What follows belongs to an exercise in optimizing a design on an open flow for small area, a short achievable clock period and few clock cycles per item; a production flow would make more cautious choices. At most, simulation tests tie the RTL to the original design; equivalence was not proved. No activity file was given, so power comes from the tool's default toggle rates.

==> inputs of run Y <==
==> flow/design.v (excerpt) <==
module conv3x3_stream
#(
  parameter int DATA_W     = 8,
  parameter int COEF_W     = 8,
  parameter int NORM_SHIFT = 4
) (
  input  logic                  i_clk,
  input  logic                  i_rst,
  input  logic [9*DATA_W-1:0]   i_pixel_data,
  input  logic                  i_pixel_data_valid,
  input  logic                  i_pixel_data_last,
  output logic                  o_pixel_data_ready,
  output logic [DATA_W-1:0]     o_convolved_data,
  output logic                  o_convolved_data_valid,
  output logic                  o_convolved_data_last,
  output logic                  o_convolved_sat,
  input  logic                  i_out_ready,
  input  logic                  i_coef_we,
  input  logic [3:0]            i_coef_addr,
  input  logic [COEF_W-1:0]     i_coef_data,
  input  logic                  i_coef_commit,
  output logic                  o_cfg_pending
);
make LEC_CHECK=0 CAP_MARGIN=20 CORE_MARGIN=2 CORE_UTILIZATION=65 CTS_CLUSTER_DIAMETER=80 CTS_CLUSTER_SIZE=22 SETUP_SLACK_MARGIN=2.6 SLEW_MARGIN=20 SYNTH_HIERARCHICAL=1 finish   # period 5.0 ns
run.sh (not shown) runs the stock make flow with config.mk's settings and CLKGATE_MAP_FILE= SYNTH_SCRIPT=/design/flow/synth_recipe.tcl, a recipe that flattens the netlist after the stock synthesis.
==> inputs of run H, as changes to run Y <==
--- a/flow/config.mk
+++ b/flow/config.mk
@@ -11,5 +11,5 @@
 export CTS_CLUSTER_DIAMETER = 80
 export CTS_CLUSTER_SIZE = 22
-export SETUP_SLACK_MARGIN = 2.6
+export SETUP_SLACK_MARGIN = 2.5
 export SLEW_MARGIN = 20
 export SYNTH_HIERARCHICAL = 1
==> notes.md <==
Power
Summed over all nets, the switching power comes to 6.380 mW.

Drt
In the routed layout, each cell is associated on average with a via count of 5.892.

STA
Across the routed clock network, the largest skew measured is 0.01741 ns. Headroom to the max-slew limit came out at 44.26%.

Critical path
The reg2reg setup slack is 2.57 ns. The number of buffers and inverters on the critical path is 1. The critical path runs through a total of 5 cells.

Global route
Global routing consumed, on the met1 layer, ~46% of the routing resources.

Final layout
The count of multi-input gates is 1496. The layout buffer count excluding clock buffers is 195.

Run status
The flow ran to the end and the layout has no timing, DRC or antenna violations.
(the above is from run Y)
==> notes.md <==
Run status
The run finished with no timing, DRC or antenna violations.

Power
The net switching power of the design is approximately 6.3 mW.

Drt
Using the TritonRoute via totals, the vias-per-cell ratio works out to 5.893.

STA
The worst slew margin relative to its limit is 44.76%. The final setup skew is 0.02479 ns.

Critical path
Counting both buffers and inverters, the worst setup path holds a total of 0.

Final layout
The layout buffer count excluding clock buffers is 167. The count of multi-input gates is about 1.5k.

Global route
Global routing used 45.66% of the available met1 tracks.
(the above is from run H)
Function was not checked in any run of this note: the RTL went through the layout flow alone.

==> inputs of v15 <==
conv3x3_stream, a different RTL version from the one above (not shown whole).
export LEC_CHECK = 0
export CAP_MARGIN = 20
export CORE_MARGIN = 2
export CORE_UTILIZATION = 40
export SETUP_SLACK_MARGIN = 2.6
export SLEW_MARGIN = 20
export SYNTH_HIERARCHICAL = 1
create_clock -name core_clock -period 5.0 [get_ports {i_clk}]
==> v19 (differences from v15) <==
--- a/flow/design.v
+++ b/flow/design.v
@@ -2409,46 +2409,57 @@
   assign res_neg  = cs_c ? cs_neg1 : cs_neg0;
   assign res_big  = cs_c ? cs_big1 : cs_big0;
   assign res_sat  = res_neg | res_big;
   assign res_data = (cs_lo | {8{res_big}}) & ~{8{res_neg}};
   assign res_v    = vq[4];
   assign res_d    = {res_data, lq[4], res_sat};
   logic [NQ-1:0][9:0] mem_q;
-  logic [PW-1:0]      wp_q, rp_q;
+  logic [NQ-1:0]      wp_q, rp_q;
+  logic               fne_q;       
   logic [PW:0]        fcnt_q;
   logic [CW-1:0]      cnt_q, cnt_d;
   logic               rdy_q;
   logic               out_v_q;
   logic [9:0]         out_d_q;
-  logic               take, out_free, f_empty, push, pop;
+  logic [9:0]         head;
+  logic               take, out_free, push, pop;
+  logic [PW:0]        fcnt_d;
   assign acc      = i_pixel_data_valid & rdy_q;
   assign take     = out_v_q & i_out_ready;
   assign out_free = ~out_v_q | i_out_ready;
-  assign f_empty  = (fcnt_q == '0);
-  assign pop      = out_free & ~f_empty;
-  assign push     = res_v & ~(out_free & f_empty);
+  assign pop      = out_free & fne_q;
+  assign push     = res_v & ~(out_free & ~fne_q);
   assign cnt_d    = cnt_q + {{(CW-1){1'b0}}, acc} - {{(CW-1){1'b0}}, take};
+  assign fcnt_d   = fcnt_q + {{PW{1'b0}}, push} - {{PW{1'b0}}, pop};
+  always_comb begin
+    head = '0;
+    for (int i = 0; i < NQ; i++) head = head | (mem_q[i] & {10{rp_q[i]}});
+  end
   always_ff @(posedge i_clk) begin
     if (i_rst) begin
       cnt_q   <= '0;
       rdy_q   <= 1'b1;
       out_v_q <= 1'b0;
-      wp_q    <= '0;
-      rp_q    <= '0;
+      wp_q    <= NQ'(1);
+      rp_q    <= NQ'(1);
       fcnt_q  <= '0;
+      fne_q   <= 1'b0;
     end else begin
       cnt_q  <= cnt_d;
       rdy_q  <= (cnt_d < CW'(CAP));
-      fcnt_q <= fcnt_q + {{PW{1'b0}}, push} - {{PW{1'b0}}, pop};
-      if (push) wp_q <= (wp_q == PW'(NQ - 1)) ? '0 : wp_q + 1'b1;
-      if (pop)  rp_q <= (rp_q == PW'(NQ - 1)) ? '0 : rp_q + 1'b1;
-      if (out_free) out_v_q <= res_v | ~f_empty;
+      fcnt_q <= fcnt_d;
+      fne_q  <= (fcnt_d != '0);
+      if (push) wp_q <= {wp_q[NQ-2:0], wp_q[NQ-1]};
+      if (pop)  rp_q <= {rp_q[NQ-2:0], rp_q[NQ-1]};
+      if (out_free) out_v_q <= res_v | fne_q;
     end
   end
   always_ff @(posedge i_clk) begin
-    if (push) mem_q[wp_q] <= res_d;
-    if (out_free) out_d_q <= f_empty ? res_d : mem_q[rp_q];
+    for (int i = 0; i < NQ; i++) begin
+      if (push && wp_q[i]) mem_q[i] <= res_d;
+    end
+    if (out_free) out_d_q <= fne_q ? head : res_d;
   end
   assign o_pixel_data_ready = rdy_q;
   assign o_convolved_data_valid = out_v_q;
   assign {o_convolved_data, o_convolved_data_last, o_convolved_sat} = out_d_q;
 endmodule
SETUP_SLACK_MARGIN = 2.4   (was 2.6)
==> v30 (differences from v15) <==
--- a/flow/design.v
+++ b/flow/design.v
@@ -67,16 +67,16 @@
   input  logic [3:0]            i_coef_addr,
   input  logic [COEF_W-1:0]     i_coef_data,
   input  logic                  i_coef_commit,
   output logic                  o_cfg_pending
 );
   localparam int CAP = 7;    
   localparam int NQ  = 6;    
-  localparam int CW  = $clog2(CAP + 1);
-  localparam int PW  = (NQ > 1) ? $clog2(NQ) : 1;
+  localparam int CW  = 3;    
+  localparam int PW  = 3;    
   logic        acc;
   logic [71:0] px_q;
   logic [71:0] kq;
   logic [4:0] vq;    
   logic [4:0] lq;    
   logic [175:0] st1_q;
   logic [49:0] st2_q;
@@ -2409,46 +2409,57 @@
   assign res_neg  = cs_c ? cs_neg1 : cs_neg0;
   assign res_big  = cs_c ? cs_big1 : cs_big0;
   assign res_sat  = res_neg | res_big;
   assign res_data = (cs_lo | {8{res_big}}) & ~{8{res_neg}};
   assign res_v    = vq[4];
   assign res_d    = {res_data, lq[4], res_sat};
   logic [NQ-1:0][9:0] mem_q;
-  logic [PW-1:0]      wp_q, rp_q;
+  logic [NQ-1:0]      wp_q, rp_q;
+  logic               fne_q;       
   logic [PW:0]        fcnt_q;
   logic [CW-1:0]      cnt_q, cnt_d;
   logic               rdy_q;
   logic               out_v_q;
   logic [9:0]         out_d_q;
-  logic               take, out_free, f_empty, push, pop;
+  logic [9:0]         head;
+  logic               take, out_free, push, pop;
+  logic [PW:0]        fcnt_d;
   assign acc      = i_pixel_data_valid & rdy_q;
   assign take     = out_v_q & i_out_ready;
   assign out_free = ~out_v_q | i_out_ready;
-  assign f_empty  = (fcnt_q == '0);
-  assign pop      = out_free & ~f_empty;
-  assign push     = res_v & ~(out_free & f_empty);
+  assign pop      = out_free & fne_q;
+  assign push     = res_v & ~(out_free & ~fne_q);
   assign cnt_d    = cnt_q + {{(CW-1){1'b0}}, acc} - {{(CW-1){1'b0}}, take};
+  assign fcnt_d   = fcnt_q + {{PW{1'b0}}, push} - {{PW{1'b0}}, pop};
+  always_comb begin
+    head = '0;
+    for (int i = 0; i < NQ; i++) head = head | (mem_q[i] & {10{rp_q[i]}});
+  end
   always_ff @(posedge i_clk) begin
     if (i_rst) begin
       cnt_q   <= '0;
       rdy_q   <= 1'b1;
       out_v_q <= 1'b0;
-      wp_q    <= '0;
-      rp_q    <= '0;
+      wp_q    <= NQ'(1);
+      rp_q    <= NQ'(1);
       fcnt_q  <= '0;
+      fne_q   <= 1'b0;
     end else begin
       cnt_q  <= cnt_d;
       rdy_q  <= (cnt_d < CW'(CAP));
-      fcnt_q <= fcnt_q + {{PW{1'b0}}, push} - {{PW{1'b0}}, pop};
-      if (push) wp_q <= (wp_q == PW'(NQ - 1)) ? '0 : wp_q + 1'b1;
-      if (pop)  rp_q <= (rp_q == PW'(NQ - 1)) ? '0 : rp_q + 1'b1;
-      if (out_free) out_v_q <= res_v | ~f_empty;
+      fcnt_q <= fcnt_d;
+      fne_q  <= (fcnt_d != '0);
+      if (push) wp_q <= {wp_q[NQ-2:0], wp_q[NQ-1]};
+      if (pop)  rp_q <= {rp_q[NQ-2:0], rp_q[NQ-1]};
+      if (out_free) out_v_q <= res_v | fne_q;
     end
   end
   always_ff @(posedge i_clk) begin
-    if (push) mem_q[wp_q] <= res_d;
-    if (out_free) out_d_q <= f_empty ? res_d : mem_q[rp_q];
+    for (int i = 0; i < NQ; i++) begin
+      if (push && wp_q[i]) mem_q[i] <= res_d;
+    end
+    if (out_free) out_d_q <= fne_q ? head : res_d;
   end
   assign o_pixel_data_ready = rdy_q;
   assign o_convolved_data_valid = out_v_q;
   assign {o_convolved_data, o_convolved_data_last, o_convolved_sat} = out_d_q;
 endmodule
SETUP_SLACK_MARGIN = 2.7   (was 2.6)
==> notes.md <==
In v15 the clock skew is higher than in v30, by 0.018 ns. Synthesized area: v15 is higher than v30 (about 8%). Between v30 and v15, the lower synthesized cell count is in v30 (gap 13%, measured against v15). The highest cell count belongs to v15, the lowest to v19.
Testbench counts of v30, summed over its fixed seeds: cycles 4,144, items 4,096.
Only the layout flow was run in v15 and v19; the RTL was not checked for function there.

==> afterwards: timing with drivers on the ports <==
The flow's constraints put no driver on any port. The routed layouts listed below were extracted and timed again, unchanged, in two steps. Step 1: set_driving_cell puts a clkbuf_16 on i_clk and a buf_2 on each other input, an assumption about the parent block. Step 2 adds t to the input delays and takes it off the output delays; t is the mean of the earliest and latest rising clock arrival at the registers after step 1. Input paths then give back, and output paths get back, about the clock's delay inside the block. Slacks: no drivers / after step 1 / after step 2; pairs: no drivers / after step 1.
run	t (ns)	setup WS [ns]	latest minus earliest clock arrival (ns)	pins driven straight from the clock port
run Y	0.675	2.561 / 2.572 / 1.900	0.019 / 0.019	1
run H	0.679	2.476 / 2.474 / 1.815	0.025 / 0.024	1
v15	0.663	2.223 / 2.223 / 2.102	0.046 / 0.046	1
v19	0.708	2.403 / 2.403 / 1.786	0.031 / 0.031	1
v30	0.679	2.491 / 2.510 / 1.847	0.028 / 0.028	1
After both steps every run listed still meets setup and hold.
